From an optimization exercise on the open Yosys and OpenROAD flow, aimed at small area, a short achievable clock period and few clock cycles per item; shortcuts taken in it are not production practice.
Function was checked by simulation only, so behaviour that the tests miss may differ from the original.

==> run.sh <==
#!/bin/bash
# synth_recipe.tcl (not shown) runs the flow's synth.tcl, then flattens the netlist and writes it again
# the make line also repeats each setting of config.mk as NAME=value (left out here)
make -C /OpenROAD-flow-scripts/flow DESIGN_CONFIG=/design/flow/config.mk WORK_HOME=/design/flow/orfs CLKGATE_MAP_FILE= SYNTH_SCRIPT=/design/flow/synth_recipe.tcl finish
==> config.mk <==
export PLATFORM = sky130hd
export DESIGN_NAME = ordered_sequence_hash_64_top
export DESIGN_NICKNAME = ordered_sequence_hash_64_top
export VERILOG_FILES = /design/flow/design.v
export SDC_FILE = /design/flow/constraint.sdc
export NUM_CORES = 4
export LEC_CHECK = 0
export CAP_MARGIN = 20
export CORE_MARGIN = 2
export CORE_UTILIZATION = 40
export SLEW_MARGIN = 20
==> constraint.sdc <==
create_clock -name core_clock -period 9.5 [get_ports {clk}]
set_input_delay 1.9000 -clock core_clock [delete_from_list [all_inputs] [get_ports {clk}]]
set_output_delay 1.9000 -clock core_clock [all_outputs]
set_load 0.01 [all_outputs]
==> design.v <==
package osh64_pkg;
  localparam int unsigned HASH_W = 64;
  localparam int unsigned HALF_W = 32;
  localparam int unsigned LEN_W  = 32;
  localparam logic [HASH_W-1:0] LCG_MUL = 64'd6364136223846793005;
  localparam logic [HASH_W-1:0] LCG_ADD = 64'd1442695040888963407;
  localparam logic [HALF_W-1:0] LCG_MUL_LO = LCG_MUL[HALF_W-1:0];
  localparam logic [HALF_W-1:0] LCG_MUL_HI = LCG_MUL[HASH_W-1:HALF_W];
  localparam int unsigned MIX_SH_A  = 21;
  localparam int unsigned MIX_SH_B  = 37;
  localparam int unsigned MIX_SH_C  = 4;
  localparam int unsigned JOIN_SH_A = 11;
  localparam int unsigned JOIN_SH_B = 8;
  localparam int unsigned JOIN_SH_C = 19;
  localparam logic CMD_START = 1'b0;
  localparam logic CMD_ELEM  = 1'b1;
endpackage
module ordered_sequence_hash_64_top (
  input  logic                             clk,
  input  logic                             rst_n,
  input  logic                             in_valid,
  output logic                             in_stall,
  input  logic                             in_cmd,
  input  logic [osh64_pkg::LEN_W-1:0]      in_seq_length,
  input  logic [osh64_pkg::HASH_W-1:0]     in_element_bits,
  output logic                             out_valid,
  input  logic                             out_stall,
  output logic [osh64_pkg::HASH_W-1:0]     out_hash
);
  localparam int unsigned HW = osh64_pkg::HASH_W;
  localparam int unsigned LW = osh64_pkg::HALF_W;
  logic          s1_v_r;
  logic          s1_cmd_r;
  logic [HW-1:0] s1_p0_r;
  logic [LW-1:0] s1_p1_r;
  logic [LW-1:0] s1_p2_r;
  logic          s2_v_r;
  logic          s2_cmd_r;
  logic [HW-1:0] s2_mix_r;
  logic          out_v_r;
  logic [HW-1:0] out_hash_r;
  logic s1_adv, s2_adv, out_free, in_take;
  assign out_free = !out_v_r || !out_stall;
  assign s2_adv   = s2_v_r && out_free;
  assign s1_adv   = s1_v_r && (!s2_v_r || s2_adv);
  assign in_stall = s1_v_r && !s1_adv;
  assign in_take  = in_valid && !in_stall;
  logic [HW-1:0] src;
  logic [HW-1:0] pp0;
  logic [LW-1:0] pp1, pp2;
  always_comb begin
    if (in_cmd == osh64_pkg::CMD_START) begin
      src = {{(HW-osh64_pkg::LEN_W){1'b0}}, in_seq_length};
    end else begin
      src = in_element_bits;
    end
    pp0 = src[LW-1:0]  * osh64_pkg::LCG_MUL_LO;
    pp1 = src[LW-1:0]  * osh64_pkg::LCG_MUL_HI;
    pp2 = src[HW-1:LW] * osh64_pkg::LCG_MUL_LO;
  end
  logic [HW-1:0] lcg, x1, x2, x3;
  logic [LW-1:0] mid_sum;
  always_comb begin
    mid_sum = s1_p1_r + s1_p2_r;
    lcg     = s1_p0_r + {mid_sum, {LW{1'b0}}} + osh64_pkg::LCG_ADD;
    x1      = lcg ^ (lcg >> osh64_pkg::MIX_SH_A);
    x2      = x1 ^ (x1 << osh64_pkg::MIX_SH_B);
    x3      = x2 ^ (x2 >> osh64_pkg::MIX_SH_C);
  end
  localparam int unsigned TW = LW + osh64_pkg::JOIN_SH_A;
  logic [LW-1:0] acc_hi, top;
  logic [TW-1:0] t1, t2;
  logic [HW-1:0] joined, hash_nxt;
  always_comb begin
    acc_hi = out_hash_r[HW-1:LW];
    t1     = {{osh64_pkg::JOIN_SH_A{1'b0}}, s2_mix_r[LW-1:0]};
    t1     = t1 ^ (t1 << osh64_pkg::JOIN_SH_A);
    t2     = t1 ^ (t1 >> osh64_pkg::JOIN_SH_B);
    top    = t2[LW-1:0] ^ acc_hi ^ (acc_hi >> osh64_pkg::JOIN_SH_C);
    joined = {top, acc_hi} ^ {out_hash_r[LW-1:0], s2_mix_r[HW-1:LW]};
    if (s2_cmd_r == osh64_pkg::CMD_START) begin
      hash_nxt = s2_mix_r;
    end else begin
      hash_nxt = joined;
    end
  end
  always_ff @(posedge clk) begin
    if (!rst_n) begin
      s1_v_r     <= 1'b0;
      s2_v_r     <= 1'b0;
      out_v_r    <= 1'b0;
      out_hash_r <= '0;
    end else begin
      if (!s1_v_r || s1_adv) begin
        s1_v_r <= in_take;
      end
      if (!s2_v_r || s2_adv) begin
        s2_v_r <= s1_adv;
      end
      if (out_free) begin
        out_v_r <= s2_adv;
      end
      if (s2_adv) begin
        out_hash_r <= hash_nxt;
      end
    end
  end
  always_ff @(posedge clk) begin
    if (in_take) begin
      s1_cmd_r <= in_cmd;
      s1_p0_r  <= pp0;
      s1_p1_r  <= pp1;
      s1_p2_r  <= pp2;
    end
    if (s1_adv) begin
      s2_cmd_r <= s1_cmd_r;
      s2_mix_r <= x3;
    end
  end
  assign out_valid = out_v_r;
  assign out_hash  = out_hash_r;
endmodule
==> impl_metrics.ini <==
[job]
max-cap-violations = 0

[worst_setup_path]
end_kind = register
r2r-end = s2_mix_r[37]$_DFFE_PP_
cp_top_family = adder cells
worstPathMaxFanout = 6
critPathLaunchType = input pin
reg2reg_slack_ns = 3.13
cp_common_cell = fa_1
crit_slowest_cell = fa_1
path_buf_inv = 10
worst_ep_arrival_time_ns = 9.52
critPathKind = input pin to register
crit_required_ns = 9.82
timing.rr.start = s1_p1_r[5]$_DFFE_PP_
max_stage_delay_ns = 0.52
reg2reg_depth = 20

[routing]
met3WireLength_um = 8783
top_layer_used = met5
wl_um = 156300
vias = 36470
wl_met1_um = 69520
wl_per_cell_um = 21.47
drc = 0
drt-initial-drc-count = 2310
wl_met2_um = 72580
ant_nets = 0
dr.pass1.iters = 6
via_per_inst = 5.009

[floorplan]
start_util = 0.4037
die-area_mm2 = 0.1317
rows = 131
num_io_pins = 167
core_area_mm2 = 0.1277
die_h_um = 363.0
die_width_um = 363.0

[cts]
cts_made_buffers = 29
htreeDepth = 1
cts_root_buffer = clkbuf_16
cts-hold-fix-buffers = 0
cts_tree = built
cts.sink_count = 252
path_clk_slew_ns = 0.06
cts_buffer_depth = 3
clk_latency_ns = 0.59

[synthesis]
synth_top_area_share = 0.3154
syn-instance-count = 5126
avgSynthCellArea_um2 = 10.05
yosys_most_used_dff = edfxtp_1
ys_async_sr_fraction = 0
synth_fp_nets = 6841
yosysSeqAreaShare = 0.1338
netlist-cell-type-count = 87
synth_area_mm2 = 0.05154
yosysWarningCount = 1
netlist_top_cells_area = fa_1 32%, ha_1 19%, edfxtp_1 11%, inv_1 9.6%, xnor2_1 6.5%
ys_seq_elements = 252
synth_top_cell_by_area = fa_1
synth_edf_count = 185

[sta]
setup_violations = 0
hold_viol_final = 0
finalHoldWorstSlack_ns = 0.4230
maxSlewViolCount = 0
tightest_slew_ns = 1.050
fin_skew_ns = 0.01823
finalCritPeriodShare = 0.9681
setup_tns_ns = 0
max-slew-margin-rel = 0.3001
period_needed_ns = 9.197
fmax_mhz = 108.7

[global_routing]
grt_pass1_wl_um = 236500
grt_overflow = 0
track_usage = 0.2401
antenna_found_initial = 1
grt_pass1_vias = 38960
grt_max_degree = 97

[final_layout]
fill_cells = 12140
instances_no_fill = 7280
ff_latch_area_mm2 = 0.006897
multi_input_area_mm2 = 0.03950
drive_gt1_frac = 0.08758
nNetsFinal = 7310
syn_to_final_growth_pct = 14.48
num_antenna_cells = 0

[worst_hold_path]
hp-start = s1_cmd_r$_DFFE_PP_
whs_path_depth = 0
holdPathEnd = s2_cmd_r$_DFFE_PP_
hold_class = register to register

[status]
outcome = timing/DRC/antenna clean

[placed_design]
placedCellCount = 7221
gp_congestion = 0.9878
portBuffers = 166
dp_hpwl_um = 139800
[cell usage after synthesis (14+ instances only)]
| cell | n |
|---|---|
| inv_1 | 1324 |
| fa_1 | 812 |
| ha_1 | 802 |
| xnor2_1 | 383 |
| a21oi_1 | 197 |
| nand2_1 | 191 |
| edfxtp_1 | 185 |
| xor2_1 | 126 |
| nor2_1 | 122 |
| a21o_1 | 106 |
| clkbuf_1 | 79 |
| o21ai_0 | 73 |
| dfxtp_1 | 67 |
| mux2i_1 | 52 |
| o211ai_1 | 44 |
| and2_1 | 42 |
| nand3_1 | 40 |
| nand4_1 | 36 |
| a21boi_0 | 34 |
| o21bai_1 | 34 |
| nor2b_1 | 29 |
| nor3_1 | 27 |
| o21a_1 | 27 |
| nand2b_1 | 25 |
| a211oi_1 | 24 |
| xnor3_1 | 20 |
| a31oi_1 | 17 |
| o22ai_1 | 15 |
| o211a_1 | 14 |
[how the worst max path moves through the flow]
stage                                    from  depth (start not counted)  slack, ns               endpoint
after CTS                  in_element_bits[8]                         25       0.15  s1_p0_r[59]$_DFFE_PP_
after detailed placement   in_element_bits[8]                         25      -0.47  s1_p0_r[55]$_DFFE_PP_
after global placement    in_element_bits[11]                         29      -0.32  s1_p0_r[55]$_DFFE_PP_
after floorplan                        in_cmd                         30      -0.02  s1_p0_r[55]$_DFFE_PP_
after global routing      in_element_bits[11]                         30     -0.006  s1_p0_r[59]$_DFFE_PP_
final                     in_element_bits[10]                         30       0.30  s1_p0_r[59]$_DFFE_PP_
[repair_timing]
item	4_1_cts	5_1_grt
setup endpoints to repair	0	10
setup buffers	0	5
gates resized for setup	0	9
[logic make-up (layout without fill, tap and decap cells)]
group                    count (synthesis)  count (layout)  synth area share
adder cells (fa/ha/maj)               1614            1614            0.5101
multiplexers                            58              58           0.01141
AND/OR/NAND/NOR                        567             567           0.05287
XOR/XNOR                               538             538           0.09880
AO/OA/AOI/OAI                          682             682           0.08994
flip-flops                             252             252            0.1338
buffers and inverters                 1415            1907            0.1031
[area by class of cell]
cell class	count	share of cell area
multi-input cells	3459	0.6694
flip-flops and latches	252	0.1169
inverters	1324	0.08431
repair buffers	529	0.07560
well taps	1662	0.03524
clock buffers	36	0.01308
clock inverters	18	0.005450
[placed cells by master (no fill, tap or decap), types with 15 or more instances in the layout]
cell             netlist  layout
xnor2_1              383     383
a31oi_1               17      17
a211oi_1              24      24
edfxtp_1             185     185
o21ai_0               73      71
nand2b_1              25      25
o211ai_1              44      44
buf_4                  0     358
mux2i_1               52      40
o21bai_1              34      34
dfxtp_1               67      67
a21o_1               106     106
o22ai_1               15      15
xor2_1               126     126
nand4_1               36      36
xnor3_1               20      20
inv_1               1324    1316
clkdlybuf4s50_1        0     164
nand3_1               40      40
a21oi_1              197     197
nor3_1                27      27
nor2_1               122     122
fa_1                 812     812
nor2b_1               29      27
a21boi_0              34      34
nand2_1              191     190
clkbuf_16              0      29
ha_1                 802     802
and2_1                42      41
o21a_1                27      27
[registers in the layout, indices dropped and copies added (netlist names)]
register	flops
s1_p2_r	32
s2_cmd_r	1
s1_p1_r	32
s1_cmd_r	1
s1_v_r	1
s2_v_r	1
s1_p0_r	55
out_hash_r	64
s2_mix_r	64
out_v_r	1
[worst register-to-register path: stages, from the launching register on]
cell,delay [ns]
edfxtp_1,0.56
ha_1,0.32
or3_1,0.38
a311o_1,0.35
a41oi_4,0.38
nor2_1,0.09
nor2_1,0.22
a21oi_1,0.17
a211oi_1,0.27
xnor2_1,0.17
ha_1,0.27
ha_1,0.45
a21oi_1,0.11
o21ai_0,0.39
o211a_1,0.23
o21ai_0,0.12
nand3b_1,0.13
o311ai_0,0.15
a211oi_1,0.61
xnor3_1,0.58
xnor2_1,0.16
[layer usage]
layer	up-vias	GRT usage
li1	17260	-
met1	18140	0.3224
met2	878	0.3991
met3	193	0.03750
met4	2	0.07192
met5	-	0
[metrics by stage]
step | worst slack, ns | area [um^2] | utilization
after floorplan | -0.02008 | 51700 | -
after global placement | -0.3162 | 57830 | 0.4529
after detailed placement | -0.4725 | 57830 | 0.4529
after CTS | 0.1453 | 58920 | 0.4615
after global routing | -0.006293 | 59010 | 0.4621
final | 0.3026 | 59010 | 0.4621
Testbench counts, summed over its fixed seeds: cycles 12,024, items 12,000.

==> static timing again, ports no longer ideal <==
Ports are ideal in the flow. The routed layout listed here was re-timed in OpenROAD. Step 1: set_driving_cell puts a clkbuf_16 on clk and a buf_2 on each other input, an assumption about the parent block. Step 2 moves the port delays by t, midway between the first and last clock arrival at a register: inputs arrive t later, outputs are due t later. That takes back most of the time a late clock gives input paths. a / b / c = ideal ports / drivers / drivers and shift; a / b = the first two.
t, ns: 0.640
slack for setup (ns): 0.303 / 0.223 / -0.417
clock arrival spread, ns: 0.019 / 0.020
pins driven straight from the clock port: 1
Met with ideal ports but missed after step 2: setup timing in this run. The setup slack of this run moves by -0.080 ns with the drivers and by -0.720 ns with both steps.
